This design comes from an exercise in tuning for small area on the open sky130 flow, not from production work. At most, simulation tests tie the RTL to the original design; equivalence was not proved. For run 2, only the layout was checked, not whether the RTL still works. Power figures rest on the tool's default switching activity, not on a simulated workload.

==> flow/design.v <==
package rvv_backend_div_rs_pkg;
  localparam int NUM_DIV      = 2;
  localparam int DIV_RS_DEPTH = 8;
  localparam int RS_MAX_PORTS = 8;
  typedef struct packed {
    logic [3:0]  uop_index;
    logic [4:0]  vd_addr;
    logic [31:0] src1;
    logic [31:0] src2;
  } DIV_RS_t;
  localparam int DIV_RS_W     = 4 + 5 + 32 + 32;
  function automatic int unsigned rs_prefix_count(input logic [RS_MAX_PORTS-1:0] vld);
    int unsigned n;
    logic        run;
    n   = 0;
    run = 1'b1;
    for (int i = 0; i < RS_MAX_PORTS; i++) begin
      run = run & vld[i];
      if (run) n = n + 1;
    end
    rs_prefix_count = n;
  endfunction
endpackage
module rvv_backend_div_rs #(
  parameter int DEPTH     = rvv_backend_div_rs_pkg::DIV_RS_DEPTH,
  parameter int PUSH_NUM  = 2,
  parameter int POP_NUM   = rvv_backend_div_rs_pkg::NUM_DIV
) (
  input  logic                                            clk,
  input  logic                                            rst_n,
  input  logic                                            trap_flush_rvv,
  input  logic [PUSH_NUM-1:0]                             push,
  input  logic [PUSH_NUM*rvv_backend_div_rs_pkg::DIV_RS_W-1:0] push_data,
  output logic                                            fifo_full,
  output logic [PUSH_NUM-1:1]                             fifo_almost_full,
  input  logic [POP_NUM-1:0]                              pop,
  output logic [POP_NUM*rvv_backend_div_rs_pkg::DIV_RS_W-1:0]  pop_data,
  output logic                                            fifo_empty,
  output logic [POP_NUM-1:1]                              fifo_almost_empty,
  output logic [$clog2(DEPTH):0]                          remain
);
  localparam int DW = rvv_backend_div_rs_pkg::DIV_RS_W;
  logic [2:0]        r_wrPtr;   
  logic [2:0]        r_rdPtr;
  logic [3:0]        r_count;
  logic [3:0][DW-1:0] r_even;    
  logic [3:0][DW-1:0] r_odd;     
  logic w_full, w_empty, w_almostFull, w_almostEmpty;
  assign w_full        = r_count[3];
  assign w_empty       = ~|r_count;
  assign w_almostFull  = r_count[3] | (&r_count[2:0]);
  assign w_almostEmpty = ~r_count[3] & ~r_count[2] & ~r_count[1];
  logic push1, push2, pop1, pop2;
  assign push1 = push[0] & ~w_full;
  assign push2 = push[0] & push[1] & ~w_almostFull;
  assign pop1  = pop[0] & ~w_empty;
  assign pop2  = pop[0] & pop[1] & ~w_almostEmpty;
  assign r_wrPtr = r_rdPtr + r_count[2:0];
  function automatic logic [2:0] ptr_adv(input logic [2:0] p, input logic one, input logic two);
    logic inc1, cy;
    inc1 = one & ~two;
    cy   = two | (inc1 & p[0]);
    ptr_adv = {p[2] ^ (cy & p[1]), p[1] ^ cy, p[0] ^ inc1};
  endfunction
  logic [3:0] w_countNext;
  assign w_countNext = r_count + {2'b00, push2, push1 & ~push2} - {2'b00, pop2, pop1 & ~pop2};
  always_ff @(posedge clk or negedge rst_n) begin
    if (!rst_n) begin
      r_rdPtr <= '0;
      r_count <= '0;
    end else if (trap_flush_rvv) begin
      r_rdPtr <= '0;
      r_count <= '0;
    end else begin
      r_rdPtr <= ptr_adv(r_rdPtr, pop1, pop2);
      r_count <= w_countNext;
    end
  end
  logic [DW-1:0] w_evenIn, w_oddIn;
  rvv_backend_div_rs_mux2n #(.W(DW)) u_evenIn (
    .s(r_wrPtr[0]), .sn(~r_wrPtr[0]), .a(push_data[DW +: DW]), .b(push_data[0 +: DW]), .y(w_evenIn));
  rvv_backend_div_rs_mux2n #(.W(DW)) u_oddIn (
    .s(r_wrPtr[0]), .sn(~r_wrPtr[0]), .a(push_data[0 +: DW]),  .b(push_data[DW +: DW]), .y(w_oddIn));
  logic [1:0] w_row0, w_row1;
  assign w_row0 = r_wrPtr[2:1];
  assign w_row1 = r_wrPtr[0] ? r_wrPtr[2:1] + 2'd1 : r_wrPtr[2:1];
  logic [3:0] w_evenWe, w_oddWe;
  always_comb begin
    for (int k = 0; k < 4; k++) begin
      w_evenWe[k] = ~trap_flush_rvv & (r_wrPtr[0] ? (push2 & (w_row1 == 2'(k)))
                                                  : (push1 & (w_row0 == 2'(k))));
      w_oddWe[k]  = ~trap_flush_rvv & (r_wrPtr[0] ? (push1 & (w_row0 == 2'(k)))
                                                  : (push2 & (w_row1 == 2'(k))));
    end
  end
  logic [3:0][DW-1:0] w_evenNext, w_oddNext;
  for (genvar k = 0; k < 4; k++) begin : g_mem
    rvv_backend_div_rs_hold #(.W(DW)) u_evenHold (
      .load(w_evenWe[k]), .hold(~w_evenWe[k]), .d(w_evenIn), .q(r_even[k]), .y(w_evenNext[k]));
    rvv_backend_div_rs_hold #(.W(DW)) u_oddHold (
      .load(w_oddWe[k]),  .hold(~w_oddWe[k]),  .d(w_oddIn),  .q(r_odd[k]),  .y(w_oddNext[k]));
    always_ff @(posedge clk) begin
      r_even[k] <= w_evenNext[k];
      r_odd[k]  <= w_oddNext[k];
    end
  end
  logic [1:0] r_evenRow, r_oddRow;
  assign r_oddRow  = r_rdPtr[2:1];
  assign r_evenRow = r_rdPtr[2:1] + 2'(r_rdPtr[0]);
  logic [3:0] w_evenSel, w_oddSel;
  always_comb begin
    for (int k = 0; k < 4; k++) begin
      w_evenSel[k] = (r_evenRow == 2'(k));
      w_oddSel[k]  = (r_oddRow  == 2'(k));
    end
  end
  logic [DW-1:0] w_evenOut, w_oddOut;
  rvv_backend_div_rs_sel4 #(.W(DW)) u_evenSel (.sel(w_evenSel), .d(r_even), .q(w_evenOut));
  rvv_backend_div_rs_sel4 #(.W(DW)) u_oddSel  (.sel(w_oddSel),  .d(r_odd),  .q(w_oddOut));
  rvv_backend_div_rs_mux2n #(.W(DW)) u_pop0 (
    .s(r_rdPtr[0]), .sn(~r_rdPtr[0]), .a(w_oddOut),  .b(w_evenOut), .y(pop_data[0  +: DW]));
  rvv_backend_div_rs_mux2n #(.W(DW)) u_pop1 (
    .s(r_rdPtr[0]), .sn(~r_rdPtr[0]), .a(w_evenOut), .b(w_oddOut),  .y(pop_data[DW +: DW]));
  assign fifo_full            = w_full;
  assign fifo_empty           = w_empty;
  assign remain               = r_count;
  assign fifo_almost_full[1]  = w_almostFull;
  assign fifo_almost_empty[1] = w_almostEmpty;
endmodule
module rvv_backend_div_rs_sel4 #(
  parameter int W = 1
) (
  input  logic [3:0]        sel,
  input  logic [3:0][W-1:0] d,
  output logic [W-1:0]      q
);
  logic [W-1:0] w_aoi, w_nand;
  rvv_backend_div_rs_aoi3 #(.W(W)) u_aoi  (.sel(sel[2:0]), .d(d[2:0]), .y(w_aoi));
  rvv_backend_div_rs_nand #(.W(W)) u_nand (.sel(sel[3]),   .d(d[3]),   .y(w_nand));
  assign q = ~(w_aoi & w_nand);
endmodule
module rvv_backend_div_rs_nand #(
  parameter int W = 1
) (
  input  logic         sel,
  input  logic [W-1:0] d,
  output logic [W-1:0] y
);
  assign y = ~({W{sel}} & d);
endmodule
module rvv_backend_div_rs_aoi3 #(
  parameter int W = 1
) (
  input  logic [2:0]        sel,
  input  logic [2:0][W-1:0] d,
  output logic [W-1:0]      y
);
  assign y = ~(({W{sel[0]}} & d[0]) | ({W{sel[1]}} & d[1]) | ({W{sel[2]}} & d[2]));
endmodule
module rvv_backend_div_rs_hold #(
  parameter int W = 1
) (
  input  logic         load,
  input  logic         hold,
  input  logic [W-1:0] d,
  input  logic [W-1:0] q,
  output logic [W-1:0] y
);
  assign y = ({W{load}} & d) | ({W{hold}} & q);
endmodule
module rvv_backend_div_rs_mux2n #(
  parameter int W = 1
) (
  input  logic         s,
  input  logic         sn,
  input  logic [W-1:0] a,
  input  logic [W-1:0] b,
  output logic [W-1:0] y
);
  assign y = ~(({W{s}} & a) | ({W{sn}} & b));
endmodule
==> flow/flow/run.sh <==
#!/bin/bash
# Standard ORFS layout (standard.sh, unchanged synthesis) with area-oriented
# settings: small port buffers and smaller clock buffers without dummy loads.
set -uo pipefail
export BUFFER_PORTS_ARGS="-buffer_cell sky130_fd_sc_hd__buf_1"
export CTS_ARGS="-sink_clustering_enable -repair_clock_nets -dont_use_dummy_load -buf_list {sky130_fd_sc_hd__clkbuf_4 sky130_fd_sc_hd__clkbuf_8} -sink_clustering_size 18 -sink_clustering_max_diameter 80"
bash standard.sh > standard.log 2>&1
==> flow/standard.sh <==
#!/bin/bash
# synth_recipe.tcl (not shown) runs the flow's synth.tcl, then flattens the netlist and writes it again
# the make line also repeats each setting of config.mk as NAME=value (left out here)
make -C /OpenROAD-flow-scripts/flow DESIGN_CONFIG=/design/flow/config.mk WORK_HOME=/design/flow/orfs CLKGATE_MAP_FILE= SYNTH_SCRIPT=/design/flow/synth_recipe.tcl "${@:-finish}"
==> flow/config.mk <==
export PLATFORM = sky130hd
export DESIGN_NAME = rvv_backend_div_rs
export DESIGN_NICKNAME = rvv_backend_div_rs
export VERILOG_FILES = /design/flow/design.v
export SDC_FILE = /design/flow/constraint.sdc
export NUM_CORES = 4
export LEC_CHECK = 0
export CAP_MARGIN = 20
export CORE_MARGIN = 2
export CORE_UTILIZATION = 75
export SLEW_MARGIN = 20
export SYNTH_HIERARCHICAL = 1
export SYNTH_MINIMUM_KEEP_SIZE = 0
==> flow/constraint.sdc <==
create_clock -name core_clock -period 5.0 [get_ports {clk}]
set_input_delay 1.0000 -clock core_clock [delete_from_list [all_inputs] [get_ports {clk}]]
set_output_delay 1.0000 -clock core_clock [all_outputs]
set_load 0.01 [all_outputs]
==> results.cfg, run 1 <==
[setup_path]
reg2reg_from = r_rdPtr[1]
critPathLaunch = r_rdPtr[0]
crit_family = simple AND/OR/NAND/NOR gates
r2r_setup_slack_ns = 1.10
crit_fanout = 48
cp.required_ns = 4.00
worst-endpoint-arrival_ns = 3.63
critPathBufInv = 2
reg2reg_to = r_even[92]
crit_chain = ha_1, nor2_4, buf_4, a222oi_1, nand2_1, a22oi_1, buf_1
start_kind = flip-flop
end_kind = output pin
cp_slowest_cell = buf_4
r2r_cells = 7
worstSetupPathType = flip-flop to output pin
crit_path_max_incr_delay_ns = 0.73

[floorplan]
rows = 67
start_util_pct = 75.78
fp.dieW_um = 187.6
die_h_um = 187.6
coreArea_sq_um = 33360
num_io_pins = 307
dieArea_sq_um = 35200

[sta]
fmax_mhz = 216.0
setup-tns-final_ns = 0
finClkSkew_ns = 0.03417
finalCritPeriodShare_pct = 92.58
rsz0062_at_grt = false
min_period_ns = 4.629
hold_violations = 0
worst_slew_pin_slew_ns = 1.084
holdWs_ns = 0.3032
slew_headroom_pct = 27.75
final-setup-viol-count = 0
slew_violations = 0

[synth]
syn_area_sq_um = 25280
yosysTopAreaCell = dfxtp_1
synth-seq-cells = 591
synth_ff_type = dfxtp_1
ys_seq_area_share_pct = 46.93
synth-edff-count = 0
async_reset_ff_share_pct = 1.184
syn-num-nets = 2418
synth_area_leaders = dfxtp_1, a22o_1, buf_6, a22oi_1, a222oi_1
synth_cell_types = 39
synth_top_area_share_pct = 46.24
synthCells = 2253
ys_top_cells_by_count = a22o_1, dfxtp_1, nand2_1
ys.warnings.count = 7
avgSynthCellArea_sq_um = 11.22

[layout]
area_growth_syn_to_layout_pct = -0.5395
antennaDiodeCount = 0
fin_nets = 2542
drive_gt1_share_pct = 4.505

[global_route]
antenna_found_initial = 0
grt_max_degree = 112
grt_usage_pct = 39.79
grt_pass1_vias = 20590
grt_pass1_wl_um = 113300
gr-total-overflow = 0

[status]
status = timing/DRC/antenna clean

[cts]
cts-root-buf = clkbuf_8
htreeDepth = 2
clk_latency_ns = 0.61
clkSinkCount = 591
post_cts_buffers = 0
cts_buffers = 38
cts_resized = 0
cts_tree = built
hold_buffers = 0
cts.clk_slew.worst_paths_ns = 0.11
clock_path_buffers = 3

[detailed_routing]
postRouteAntennaNets = 0
num_vias = 21390
drtPass1Iterations = 8
via_per_inst = 7.578
drt_iter0_drc = 3457
totalWireLength_um = 73460
post_drt_wl_per_cell_um = 26.02
drc = 0

[power_and_ir_drop]
p_per_area_nw_per_um2 = 825.9
p_leak_nw = 10.72
ir_worst_vdd_mv = 0.6341

[place]
port-buffer-count = 306
gp_congestion = 0.8620
dpl.hpwl_um = 42670

[min_path]
holdCritPathClass = primary input to async pin

[job]
cap_violations = 0
## cell families after synthesis
group	after synthesis	synth area share, %
adder cells (fa/ha/maj)	12	0.6532
flip-flops	591	46.93
AO/OA/AOI/OAI	1030	34.88
buffers and inverters	271	11.69
XOR/XNOR	5	0.2376
multiplexers	5	0.2029
AND/OR/NAND/NOR	339	5.399
## worst max path at each step
| stage | to | slack [ns] | cells after the start |
|---|---|---|---|
| 6_report | pop_data[87] | 0.37 | 7 |
| 5_1_grt | pop_data[106] | 0.28 | 7 |
| 4_1_cts | pop_data[36] | 0.47 | 7 |
| 3_5_place_dp | pop_data[36] | 1.12 | 7 |
| 3_3_place_gp | pop_data[36] | 1.17 | 7 |
| 2_1_floorplan | pop_data[100] | 2.11 | 8 |
## sequential cells by signal, summed over array words and instances, names as in the netlist
signal / flops
r_even: 292
r_odd: 292
r_count: 4
r_rdPtr: 3
## power by group
part	switching (mW)	total (mW)	internal [mW]
registers	1.25	8.21	6.96
clock network	1.41	2.10	0.691
logic	6.41	10.5	4.05
total	9.07	20.8	11.7
## stage by stage
| step | instances | setup slack [ns] | instance area, sq um | utilization (%) | power, mW |
|---|---|---|---|---|---|
| 5_1_grt | 2823 | 0.2815 | 25150 | 75.37 | 21.78 |
| 3_5_place_dp | 2785 | 1.116 | 24620 | 73.79 | 18.34 |
| 4_1_cts | 2823 | 0.4740 | 25140 | 75.35 | 20.40 |
| 6_report | 2823 | 0.3712 | 25150 | 75.37 | 20.77 |
| 3_3_place_gp | 2785 | 1.169 | 24620 | 73.79 | 17.95 |
| 2_1_floorplan | 2253 | 2.108 | 25280 | - | 16.23 |
## routing by layer
layer  up-vias  global-route usage [%]  wire, um
met4         0                   16.23      2693
met2      1621                   63.65     33070
met5         -                       0         0
met3       195                   6.607      8540
li1       9146                       -         -
met1     10430                   53.93     29160
## layout by cell type, fill, tap and decap left out, types with 8 or more instances in the layout
master	netlist	layout
a22oi_1	292	292
inv_1	11	9
clkbuf_8	42	38
ha_1	10	9
a222oi_1	146	146
a22o_1	584	584
nand2_1	296	296
buf_1	0	306
buf_4	1	30
buf_12	0	8
dfxtp_1	584	584
## area by class of cell
class                   count  area (sq um)
repair buffers            344          1534
well taps                 448         560.5
clock buffers              38         523.0
multi-input cells        1391         10610
flip-flops and latches    591         11870
fillers                  2448          8218
inverters                  11         48.80
==> run 2, diff against run 1 <==
==> flow/design.v (replaced) <==
package rvv_backend_div_rs_pkg;
  localparam int NUM_DIV      = 2;
  localparam int DIV_RS_DEPTH = 8;
  localparam int RS_MAX_PORTS = 8;
  typedef struct packed {
    logic [3:0]  uop_index;
    logic [4:0]  vd_addr;
    logic [31:0] src1;
    logic [31:0] src2;
  } DIV_RS_t;
  localparam int DIV_RS_W     = 4 + 5 + 32 + 32;
  function automatic int unsigned rs_prefix_count(input logic [RS_MAX_PORTS-1:0] vld);
    int unsigned n;
    logic        run;
    n   = 0;
    run = 1'b1;
    for (int i = 0; i < RS_MAX_PORTS; i++) begin
      run = run & vld[i];
      if (run) n = n + 1;
    end
    rs_prefix_count = n;
  endfunction
endpackage
module rvv_backend_div_rs #(
  parameter int DEPTH     = rvv_backend_div_rs_pkg::DIV_RS_DEPTH,
  parameter int PUSH_NUM  = 2,
  parameter int POP_NUM   = rvv_backend_div_rs_pkg::NUM_DIV
) (
  input  logic                                            clk,
  input  logic                                            rst_n,
  input  logic                                            trap_flush_rvv,
  input  logic [PUSH_NUM-1:0]                             push,
  input  logic [PUSH_NUM*rvv_backend_div_rs_pkg::DIV_RS_W-1:0] push_data,
  output logic                                            fifo_full,
  output logic [PUSH_NUM-1:1]                             fifo_almost_full,
  input  logic [POP_NUM-1:0]                              pop,
  output logic [POP_NUM*rvv_backend_div_rs_pkg::DIV_RS_W-1:0]  pop_data,
  output logic                                            fifo_empty,
  output logic [POP_NUM-1:1]                              fifo_almost_empty,
  output logic [$clog2(DEPTH):0]                          remain
);
  localparam int PW = $clog2(DEPTH);
  localparam int CW = PW + 1;
  localparam int DW = rvv_backend_div_rs_pkg::DIV_RS_W;
  logic [PW-1:0]             r_wrPtr;
  logic [PW-1:0]             r_rdPtr;
  logic [CW-1:0]             r_count;
  logic [DEPTH-1:0][DW-1:0]  r_mem;
  logic [CW-1:0] w_free;
  logic [CW-1:0] w_pushReq;
  logic [CW-1:0] w_popReq;
  logic [CW-1:0] w_npush;
  logic [CW-1:0] w_npop;
  always_comb begin
    w_free    = CW'(DEPTH) - r_count;
    w_pushReq = CW'(rvv_backend_div_rs_pkg::rs_prefix_count(rvv_backend_div_rs_pkg::RS_MAX_PORTS'(push)));
    w_popReq  = CW'(rvv_backend_div_rs_pkg::rs_prefix_count(rvv_backend_div_rs_pkg::RS_MAX_PORTS'(pop)));
    w_npush   = (w_pushReq > w_free) ? w_free : w_pushReq;
    w_npop    = (w_popReq > r_count) ? r_count : w_popReq;
  end
  always_ff @(posedge clk or negedge rst_n) begin
    if (!rst_n) begin
      r_wrPtr <= '0;
      r_rdPtr <= '0;
      r_count <= '0;
    end else if (trap_flush_rvv) begin
      r_wrPtr <= '0;
      r_rdPtr <= '0;
      r_count <= '0;
    end else begin
      r_wrPtr <= r_wrPtr + PW'(w_npush);
      r_rdPtr <= r_rdPtr + PW'(w_npop);
      r_count <= r_count + w_npush - w_npop;
    end
  end
  for (genvar e = 0; e < DEPTH; e++) begin : g_mem
    always_ff @(posedge clk or negedge rst_n) begin
      if (!rst_n) begin
        r_mem[e] <= '0;
      end else if (!trap_flush_rvv) begin
        for (int i = 0; i < PUSH_NUM; i++) begin
          if ((CW'(i) < w_npush) && (PW'(r_wrPtr + PW'(i)) == PW'(e)))
            r_mem[e] <= push_data[i*DW +: DW];
        end
      end
    end
  end
  assign fifo_full  = (r_count == CW'(DEPTH));
  assign fifo_empty = (r_count == '0);
  assign remain     = r_count;
  for (genvar i = 1; i < PUSH_NUM; i++) begin : g_almostFull
    assign fifo_almost_full[i] = (w_free <= CW'(i));
  end
  for (genvar i = 1; i < POP_NUM; i++) begin : g_almostEmpty
    assign fifo_almost_empty[i] = (r_count <= CW'(i));
  end
  for (genvar i = 0; i < POP_NUM; i++) begin : g_popData
    assign pop_data[i*DW +: DW] = r_mem[PW'(r_rdPtr + PW'(i))];
  end
endmodule
==> flow/run.sh (new file) <==
#!/bin/bash
# synth_recipe.tcl (not shown) runs the flow's synth.tcl, then flattens the netlist and writes it again
# the make line also repeats each setting of config.mk as NAME=value (left out here)
make -C /OpenROAD-flow-scripts/flow DESIGN_CONFIG=/design/flow/config.mk WORK_HOME=/design/flow/orfs CLKGATE_MAP_FILE= SYNTH_SCRIPT=/design/flow/synth_recipe.tcl finish
--- a/flow/config.mk
+++ b/flow/config.mk
@@ -7,7 +7,5 @@
 export LEC_CHECK = 0
 export CAP_MARGIN = 20
 export CORE_MARGIN = 2
-export CORE_UTILIZATION = 75
+export CORE_UTILIZATION = 40
 export SLEW_MARGIN = 20
-export SYNTH_HIERARCHICAL = 1
-export SYNTH_MINIMUM_KEEP_SIZE = 0
removed: flow/flow/run.sh
removed: flow/standard.sh
==> run 2 against run 1 <==
Compared with the run above: still clean on timing, DRC and antenna; synthesized cell count grew 25%; combinational power grew 68%; hold slack gained 0.028 ns; sequential share of layout area shrank 13 points; maximum frequency grew 2.8%; count of clock-buffer cells in the layout grew 68; clock power grew to 2.6 times the previous value; sequential power grew 9.9%; via count grew 42%; critical path type unchanged.
==> results.cfg, run 2 <==
[status]
status = timing/DRC/antenna clean

[setup_path]
worstSetupPathType = flip-flop to output pin
crit_chain = ha_4, xor2_4, buf_4, mux2_2, clkdlybuf4s50_1
r2r_cells = 12
crit_family = buffers and inverters
critPathLaunch = r_rdPtr[0]
crit_end = pop_data[76]
start_kind = flip-flop
reg2reg_to = r_mem[231]
critPathBufInv = 2
cp_slowest_cell = dfrtp_4
r2r_setup_slack_ns = 0.70
cp.depth = 5
reg2reg_from = r_count[1]
end_kind = output pin
crit_path_max_incr_delay_ns = 0.77
cp.required_ns = 4.00
worst-endpoint-arrival_ns = 3.50
crit_fanout = 33

[floorplan]
start_util_pct = 40.31
die_h_um = 305.0
num_io_pins = 307
coreArea_sq_um = 89870
fp.dieW_um = 305.0
dieArea_sq_um = 93000
rows = 110

[sta]
slew_headroom_pct = 30.48
layout_setup_ws_ns = 0.4986
final-setup-viol-count = 0
fmax_mhz = 222.2
hold_violations = 0
slew_violations = 0
min_period_ns = 4.501
setup-tns-final_ns = 0
rsz0062_at_grt = false
finalCritPeriodShare_pct = 90.03
worst_slew_pin_slew_ns = 1.043
finClkSkew_ns = 0.02222

[synth]
yosysTopAreaCell = dfrtp_1
syn-num-nets = 3001
synthCells = 2827
synth-seq-cells = 594
avgSynthCellArea_sq_um = 12.82
yosysMostFrequentCell = o22a_1
syn_area_sq_um = 36230
ys_top_cells_by_count = o22a_1, dfrtp_1, mux4_2
synth-edff-count = 0
synth_cell_types = 47
async_reset_ff_share_pct = 100.0
synth_ff_type = dfrtp_1
synth_top_area_share_pct = 41.02
synth_area_leaders = dfrtp_1, o22a_1, mux4_2, mux2_2, a221o_1
ys.warnings.count = 1
ys_seq_area_share_pct = 41.02

[cts]
cts_buffers = 72
clkSinkCount = 594
cts_tree = built
post_cts_buffers = 0
cts.clk_slew.worst_paths_ns = 0.06
htreeDepth = 3
clock_path_buffers = 3
hold_buffers = 0
cts-root-buf = clkbuf_16
clk_latency_ns = 0.63
cts_resized = 0

[global_route]
grt_pass1_wl_um = 210200
gr-total-overflow = 0
grt_max_degree = 137
grt_usage_pct = 29.76
antenna_found_initial = 16
grt_pass1_vias = 31790

[layout]
largest_reg_flops = 584
final_common_cell = o22a_1
area_growth_syn_to_layout_pct = 19.65
final_cell_mix = o22a_1, dfrtp_1, clkdlybuf4s50_1, mux4_2, nor2_1
top_register = r_mem
drive_gt1_share_pct = 22.59
fin_cells = 4202
fin_util_pct = 48.23
multi_input_area_sq_um = 20170
nFillCells = 7745
fin_nets = 3138
register_area_sq_um = 14880
stdcell_area_sq_um = 43350
reg_top3 = r_mem: 584 flops, r_count: 4 flops

[place]
dpl.hpwl_um = 77910
port-buffer-count = 306
gp_congestion = 0.8560
placed_cell_area_sq_um = 40930
pre_cts_ws_ns = 0.3217
dp.cells = 4066

[detailed_routing]
via_per_inst = 7.212
drtPass1Iterations = 5
drc = 0
totalWireLength_um = 140900
num_vias = 30310
postRouteAntennaNets = 0
post_drt_wl_per_cell_um = 33.53
drt_iter0_drc = 3689

[power_and_ir_drop]
ir_worst_vdd_mv = 0.6319
p_leak_nw = 15.43
p_per_area_nw_per_um2 = 739.2

[job]
cap_violations = 0

[min_path]
holdCritPathClass = primary input to async pin
## run 2: cell types whose count changed after synthesis, sizes merged, moves of 287 or more
cell and change:
mux4 +292, o22a +876, dfrtp +587, a22o -584, a22oi -292, nand2 -287, dfxtp -584
## run 2: logic make-up after synthesis
logic type	synth area share (%)
compound gates	26.25
xor+xnor	0.1450
fa+ha+maj	0.8081
buf+inv	4.230
flops	41.02
mux	22.74
other cells	0.01035
simple gates	4.790
## run 2: stage by stage
stage               hold slack [ns]  power (mW)
CTS                          0.3683       32.04
floorplan                    0.4722       19.20
global route                 0.3902       33.42
global placement             0.4947       25.93
finish                       0.3308       32.04
detailed placement           0.5050       26.51
## run 2: worst min path at each step
stage                    start          to  slack, ns  cells past startpoint
CTS                      rst_n   r_mem[10]       0.37                      1
global route             rst_n   r_mem[10]       0.39                      1
floorplan           r_mem[144]  r_mem[144]       0.47                      1
global placement    r_mem[509]  r_mem[509]       0.49                      1
detailed placement  r_mem[217]  r_mem[217]       0.50                      1
finish                   rst_n   r_mem[10]       0.33                      1
## run 2: final cells by class
class | instances | area share [%]
Inverter | 14 | 0.1212
Antenna cell | 7 | 0.04041
Clock inverter | 23 | 0.7302
Tap cell | 1176 | 3.394
Sequential cell | 594 | 34.31
Clock buffer | 106 | 4.820
Multi-Input combinational cell | 1880 | 46.53
Timing Repair Buffer | 402 | 10.05
## run 2: routing by layer
metal	track usage, %	wire length (um)	up-vias
li1	-	-	11930
met1	38.11	54060	16010
met2	48.50	67720	1949
met3	7.218	13460	396
met4	12.07	5516	22
met5	0	136	-
## run 2: where the power goes
part | internal, mW | leakage, nW | switching (mW)
Clock | 3.22 | 1.18 | 2.20
Sequential | 7.03 | 7.28 | 1.99
Combinational | 9.87 | 6.97 | 7.73
Total | 20.1 | 15.4 | 11.9

==> re-timing with driven ports <==
The flow's constraints put no driver on any port. The routed layouts listed below were extracted and timed again, unchanged, in two steps. Step 1: set_driving_cell puts a clkbuf_16 on clk and a buf_2 on each other input, an assumption about the parent block. Step 2 adds t to the input delays and takes it off the output delays; t is the mean of the earliest and latest rising clock arrival at the registers after step 1. Input paths then give back, and output paths get back, about the clock's delay inside the block. Slacks: ideal / step 1 / step 2; pairs: ideal / step 1.
| run | t (ns) | setup slack, ns | worst hold slack (ns) | worst slew at a driven data input, ns |
|---|---|---|---|---|
| run 1 | 0.638 | 0.371 / 0.316 / 0.954 | 0.303 / 0.271 / 0.480 | 0.06 |
| run 2 | 0.681 | 0.499 / 0.432 / 0.209 | 0.331 / 0.321 / 0.516 | 0.17 |
After both steps setup and hold are still met in every run listed. The setup slack of run 2, which loses most, moves by -0.067 ns with the drivers and by -0.290 ns with both steps.
